Context: an optimization exercise on an open-source flow, tuned for a short achievable clock period and few clock cycles. The choices shown serve that exercise and are no tape-out recipe.
Only simulation tests tie the RTL to the original design; equivalence was not proved.

==> run a: inputs <==
## riscvCore
module riscvCore (
    input  logic            clk,
    input  logic            reset,
    input  logic            stall,
    input  logic [31:0]     icacheDout,
    input  logic [31:0]     dcacheDout,
    output logic [31:0]     icacheAddr,
    output logic            icacheRe,
    output logic [31:0]     dcacheAddr,
    output logic [3:0]      dcacheWe,
    output logic            dcacheRe,
    output logic [31:0]     dcacheDin
);
==> flow/config.mk <==
export PLATFORM = sky130hd
export DESIGN_NAME = riscvCore
export DESIGN_NICKNAME = riscvCore
export VERILOG_FILES = /design/flow/design.v
export SDC_FILE = /design/flow/constraint.sdc
export NUM_CORES = 4
export LEC_CHECK = 0
export ABC_CLOCK_PERIOD_IN_PS = 2500
export CAP_MARGIN = 20
export CORE_MARGIN = 2
export CORE_UTILIZATION = 40
export SETUP_SLACK_MARGIN = 5
export SLEW_MARGIN = 20
==> flow/constraint.sdc <==
create_clock -name core_clock -period 9.0 [get_ports {clk}]
set_input_delay 1.8000 -clock core_clock [delete_from_list [all_inputs] [get_ports {clk}]]
set_output_delay 1.8000 -clock core_clock [all_outputs]
set_load 0.01 [all_outputs]
run.sh (not shown) runs the stock make flow with config.mk's settings and CLKGATE_MAP_FILE= SYNTH_SCRIPT=/design/flow/synth_recipe.tcl, a recipe that flattens the netlist after the stock synthesis.
==> inputs of run b, as changes to run a <==
--- a/flow/design.v
+++ b/flow/design.v
@@ -191,25 +191,26 @@
     localparam logic [6:0] opLoad = 7'b0000011;
     localparam logic [6:0] opStore = 7'b0100011;
     localparam logic [6:0] opBranch = 7'b1100011;
     logic [31:0] pcF;
     logic [31:0] pcF2;
     logic        vF2;
     logic        hitF2;
     logic        takF2;
-    logic [2:0]  idxF2;
+    logic [7:0]  idxF2;
     logic        holdV;
     logic [31:0] holdI;
     logic        vD;
     logic [31:0] instrD;
     logic [31:0] pcD;
     logic        hitD;
+    logic        wentD;      
     logic        takD;
-    logic [2:0]  idxD;
+    logic [7:0]  idxD;
     logic        vE;
     logic        isLoadE;
     logic        isStoreE;
     logic        isBrE;
     logic        brNeE;
     logic        brEqE;
     logic        writesE;
     logic [4:0]  rdE;
@@ -226,17 +227,17 @@
     logic        selXorE;
     logic        selOrE;
     logic        selAndE;
     logic        selSllE;
     logic        selSrE;
     logic        arithE;
     logic        predE;
     logic        hitE;
-    logic [2:0]  idxE;
+    logic [7:0]  idxE;
     logic        off4E;
     logic        mEqE;
     logic        mNeE;
     logic [31:0] redirE;
     logic        writesM;
     logic        isLoadM;
     logic [4:0]  rdM;
     logic [31:0] resM;
@@ -256,28 +257,28 @@
     logic        btbWr;
     logic [29:0] btbWrTag;
     logic [29:0] btbWrTgt;
     logic [3:0]  btbCnt [btbN];
     logic [3:0]  btbTrip [btbN];
     logic [btbN-1:0] btbTripV;
     logic        hitF1;
     logic        takF1;
-    logic [2:0]  idxF1;
+    logic [7:0]  idxF1;      
     logic [29:0] hitTgtF1;
     always_comb begin
         hitF1 = 1'b0;
         takF1 = 1'b0;
         idxF1 = '0;
         hitTgtF1 = '0;
         for (int i = 0; i < btbN; i++) begin
             if (btbV[i] && (btbTag[i] == pcF[31:2])) begin
                 hitF1 = 1'b1;
                 takF1 = takF1 | !(btbTripV[i] && (btbCnt[i] == btbTrip[i]));
-                idxF1 = idxF1 | 3'(i);
+                idxF1[i] = 1'b1;
                 hitTgtF1 = hitTgtF1 | btbTgt[i];
             end
         end
     end
     logic [31:0] pcOut;
     assign icacheAddr = pcOut;
     assign icacheRe = 1'b1;
     logic [31:0] instrF2;
@@ -317,24 +318,25 @@
     logic isShiftD;
     assign isShiftD = (isRegD || isImmD) && (f3D[1:0] == 2'b01);
     assign immID = {{20{instrD[31]}}, instrD[31:20]};
     assign immSD = {{20{instrD[31]}}, instrD[31:25], instrD[11:7]};
     assign immUD = {instrD[31:12], 12'b0};
     assign immBD = {{19{instrD[31]}}, instrD[31], instrD[7], instrD[30:25], instrD[11:8], 1'b0};
     logic        predD;
     logic        predF2;
+    logic [31:0] takenPcF2;
     logic [31:0] takenPcD;
     logic [31:0] seqPcD;
     logic [29:0] pcF2Inc;
     fetchDecode fetchDecodeF2_i (
         .instr(instrF2),
         .pc(pcF2),
         .predTaken(predF2),
-        .target()
+        .target(takenPcF2)
     );
     fetchDecode fetchDecode_i (
         .instr(instrD),
         .pc(pcD),
         .predTaken(),
         .target(takenPcD)
     );
     incDec #(.W(30)) pcF2Inc_i (.a(pcF2[31:2]), .y(pcF2Inc));
@@ -470,41 +472,48 @@
         shamtE <= ({5{stall}} & shamtEh) | ({5{!stall}} & shamtEn);
     end
     logic dGo;
     logic dRedir;
     logic [31:0] dTgt;
     assign dGo = vD && !hazD;
     logic fpD;
     assign fpD = (hitD && predD) ? takD : predD;
-    assign dRedir = dGo && (fpD != (hitD && takD));
+    assign dRedir = dGo && (fpD != wentD);
+    logic f2Redir;
+    logic f2Go;
+    assign f2Redir = vF2 && !hazD && predF2 && !hitF2;
+    assign f2Go = f2Redir && !mispX && !dRedir;
     assign dTgt = fpD ? takenPcD : seqPcD;
     logic [31:0] pcSeq;
     logic [29:0] pcFInc;
     incDec #(.W(30)) pcFInc_i (.a(pcF[31:2]), .y(pcFInc));
     assign pcSeq = takF1 ? {hitTgtF1, 2'b00} : {pcFInc, pcF[1:0]};
     always_ff @(posedge clk) begin
         if (reset) begin
             pcF <= resetVector;
         end else if (!stall) begin
             if (mispX) begin
                 pcF <= redirE;
             end else if (dRedir) begin
                 pcF <= dTgt;
+            end else if (f2Redir) begin
+                pcF <= takenPcF2;
             end else if (!hazD) begin
                 pcF <= pcSeq;
             end
         end
     end
     logic        pcLoad;
     logic [31:0] pcOutNext;
     assign pcLoad = mispX || dRedir || !hazD;
     assign pcOutNext = ({32{mispX}} & redirE) |
                        ({32{!mispX && dRedir}} & dTgt) |
-                       ({32{!mispX && !dRedir}} & pcSeq);
+                       ({32{!mispX && !dRedir && f2Redir}} & takenPcF2) |
+                       ({32{!mispX && !dRedir && !f2Redir}} & pcSeq);
     always_ff @(posedge clk) begin
         if (reset) begin
             pcOut <= resetVector;
         end else if (!stall && pcLoad) begin
             pcOut <= pcOutNext;
         end
     end
     always_ff @(posedge clk) begin
@@ -522,70 +531,72 @@
             weM <= 1'b0;
             reM <= 1'b0;
             writesW <= 1'b0;
         end else if (!stall) begin
             if (btbWr) begin
                 btbV[btbPtr] <= 1'b1;
                 btbPtr <= btbPtr + 3'd1;
             end
-            btbWr <= !mispX && dRedir && predD && !hitD;
+            btbWr <= f2Go;
             if (mispX || dRedir) begin
                 vF2 <= 1'b0;
                 holdV <= 1'b0;
                 vD <= 1'b0;
             end else if (hazD) begin
                 holdV <= 1'b1;
             end else begin
                 holdV <= 1'b0;
                 vD <= vF2;
-                vF2 <= 1'b1;
+                vF2 <= !f2Redir;
             end
             vE <= dGo && !mispX;
             mEqE <= dGo && !mispX && isBrD && (immBD != 32'd4) &&
                     ((f3D == 3'b000) ? !fpD : fpD);
             mNeE <= dGo && !mispX && isBrD && (immBD != 32'd4) &&
                     ((f3D == 3'b001) ? !fpD : fpD);
             writesM <= vE && writesE;
             weM <= vE && isStoreE;
             reM <= vE && isLoadE;
             writesW <= writesM;
         end
     end
     always_ff @(posedge clk) begin
         if (!stall) begin
-            if (vE && isBrE && hitE) begin
-                if (takenX) begin
-                    if (btbCnt[idxE] != 4'hF) begin
-                        btbCnt[idxE] <= btbCnt[idxE] + 4'd1;
+            for (int i = 0; i < btbN; i++) begin
+                if (btbWr && (btbPtr == 3'(i))) begin
+                    btbTag[i] <= btbWrTag;
+                    btbTgt[i] <= btbWrTgt;
+                    btbCnt[i] <= 4'd1;
+                    btbTripV[i] <= 1'b0;
+                end else if (vE && isBrE && hitE && idxE[i]) begin
+                    if (takenX) begin
+                        if (btbCnt[i] != 4'hF) begin
+                            btbCnt[i] <= btbCnt[i] + 4'd1;
+                        end
+                    end else begin
+                        btbTrip[i] <= btbCnt[i];
+                        btbTripV[i] <= 1'b1;
+                        btbCnt[i] <= 4'd0;
                     end
-                end else begin
-                    btbTrip[idxE] <= btbCnt[idxE];
-                    btbTripV[idxE] <= 1'b1;
-                    btbCnt[idxE] <= 4'd0;
                 end
             end
-            if (btbWr) begin
-                btbTag[btbPtr] <= btbWrTag;
-                btbTgt[btbPtr] <= btbWrTgt;
-                btbCnt[btbPtr] <= 4'd1;
-                btbTripV[btbPtr] <= 1'b0;
-            end
-            btbWrTag <= pcD[31:2];
-            btbWrTgt <= takenPcD[31:2];
+            btbWrTag <= pcF2[31:2];
+            btbWrTgt <= takenPcF2[31:2];
             holdI <= instrF2;
             if (!hazD) begin
                 pcF2 <= pcF;
                 hitF2 <= hitF1;
                 takF2 <= takF1;
                 idxF2 <= idxF1;
                 instrDh <= instrF2;
                 pcDh <= pcF2;
                 seqPcD <= {pcF2Inc, pcF2[1:0]};
                 hitD <= hitF2;
+                wentD <= f2Redir || (hitF2 && takF2);
                 predD <= predF2;
                 takD <= takF2;
                 idxD <= idxF2;
             end
             hazReg <= hazNext;
             isLoadE <= isLoadD;
             isStoreE <= isStoreD;
             isBrE <= isBrD;
==> flow/flow/run.sh (new file) <==
#!/bin/bash
set -euo pipefail
bash standard.sh ADDER_MAP_FILE= SETUP_SLACK_MARGIN=6.2 finish > make.log 2>&1
==> flow/standard.sh (new file) <==
#!/bin/bash
# synth_recipe.tcl (not shown) runs the flow's synth.tcl, then flattens the netlist and writes it again
# the make line also repeats each setting of config.mk as NAME=value (left out here)
make -C /OpenROAD-flow-scripts/flow DESIGN_CONFIG=/design/flow/config.mk WORK_HOME=/design/flow/orfs CLKGATE_MAP_FILE= SYNTH_SCRIPT=/design/flow/synth_recipe.tcl "${@:-finish}"
removed: flow/run.sh
==> qor summary <==
quantity	run b	run a
Number of sinks on the clock net	2436	2423
Signal buf overhead	0.102	0.0368
Period utilisation layout	0.405	0.463
Die extent in y	537 um	536 um
Seq cells	2436	2423
Worst relative slew slack	0.207	0.120
Vias per cell	6.34	6.25
Outcome	complete, no violations	complete, no violations
Met3 GRT Util	0.0632	0.0468
Simple-gate share of the synthesized area	0.0724	0.0664
WP depth	11	10
Post-placement worst setup slack	3.71 ns	3.85 ns
CP Capture Point	pcF[31]	opBE[3]
Fraction of standard cell area that is sequential	0.477	0.531
CP dominant cell by count	sky130_fd_sc_hd__or4_4	sky130_fd_sc_hd__o21ai_0
Number of instances in the placed design	11400	11400
Area Growth Syn to Fin	30.2%	15.3%
Testbench counts of run a, summed over its fixed seeds: cycles 59,124.
Testbench counts of run b, summed over its fixed seeds: cycles 58,362.

separate check: timing with driven ports:
The flow's constraints put no driver on any port. The routed layouts listed below were extracted and timed again, unchanged, in two steps. Step 1 sets driving cells, clkbuf_16 on the clock port and buf_2 on the other inputs (assumed; they add their load-dependent delay and slew). Step 2, shift: input delay + t, output delay - t, t = (earliest + latest rising clock arrival at the registers) / 2. This alone moves slack from input paths to output paths. a / b / c = no drivers / after step 1 / after step 2; a / b = the first two.
| run | t (ns) | slack for setup (ns) | clock arrival spread, ns |
|---|---|---|---|
| run a | 0.962 | 4.829 / 4.829 / 4.189 | 0.097 / 0.098 |
| run b | 0.971 | 5.353 / 5.353 / 4.501 | 0.068 / 0.067 |
After both steps setup and hold are still met in every run listed. The setup slack of run b, which loses most, moves by 0.000 ns with the drivers and by -0.852 ns with both steps.
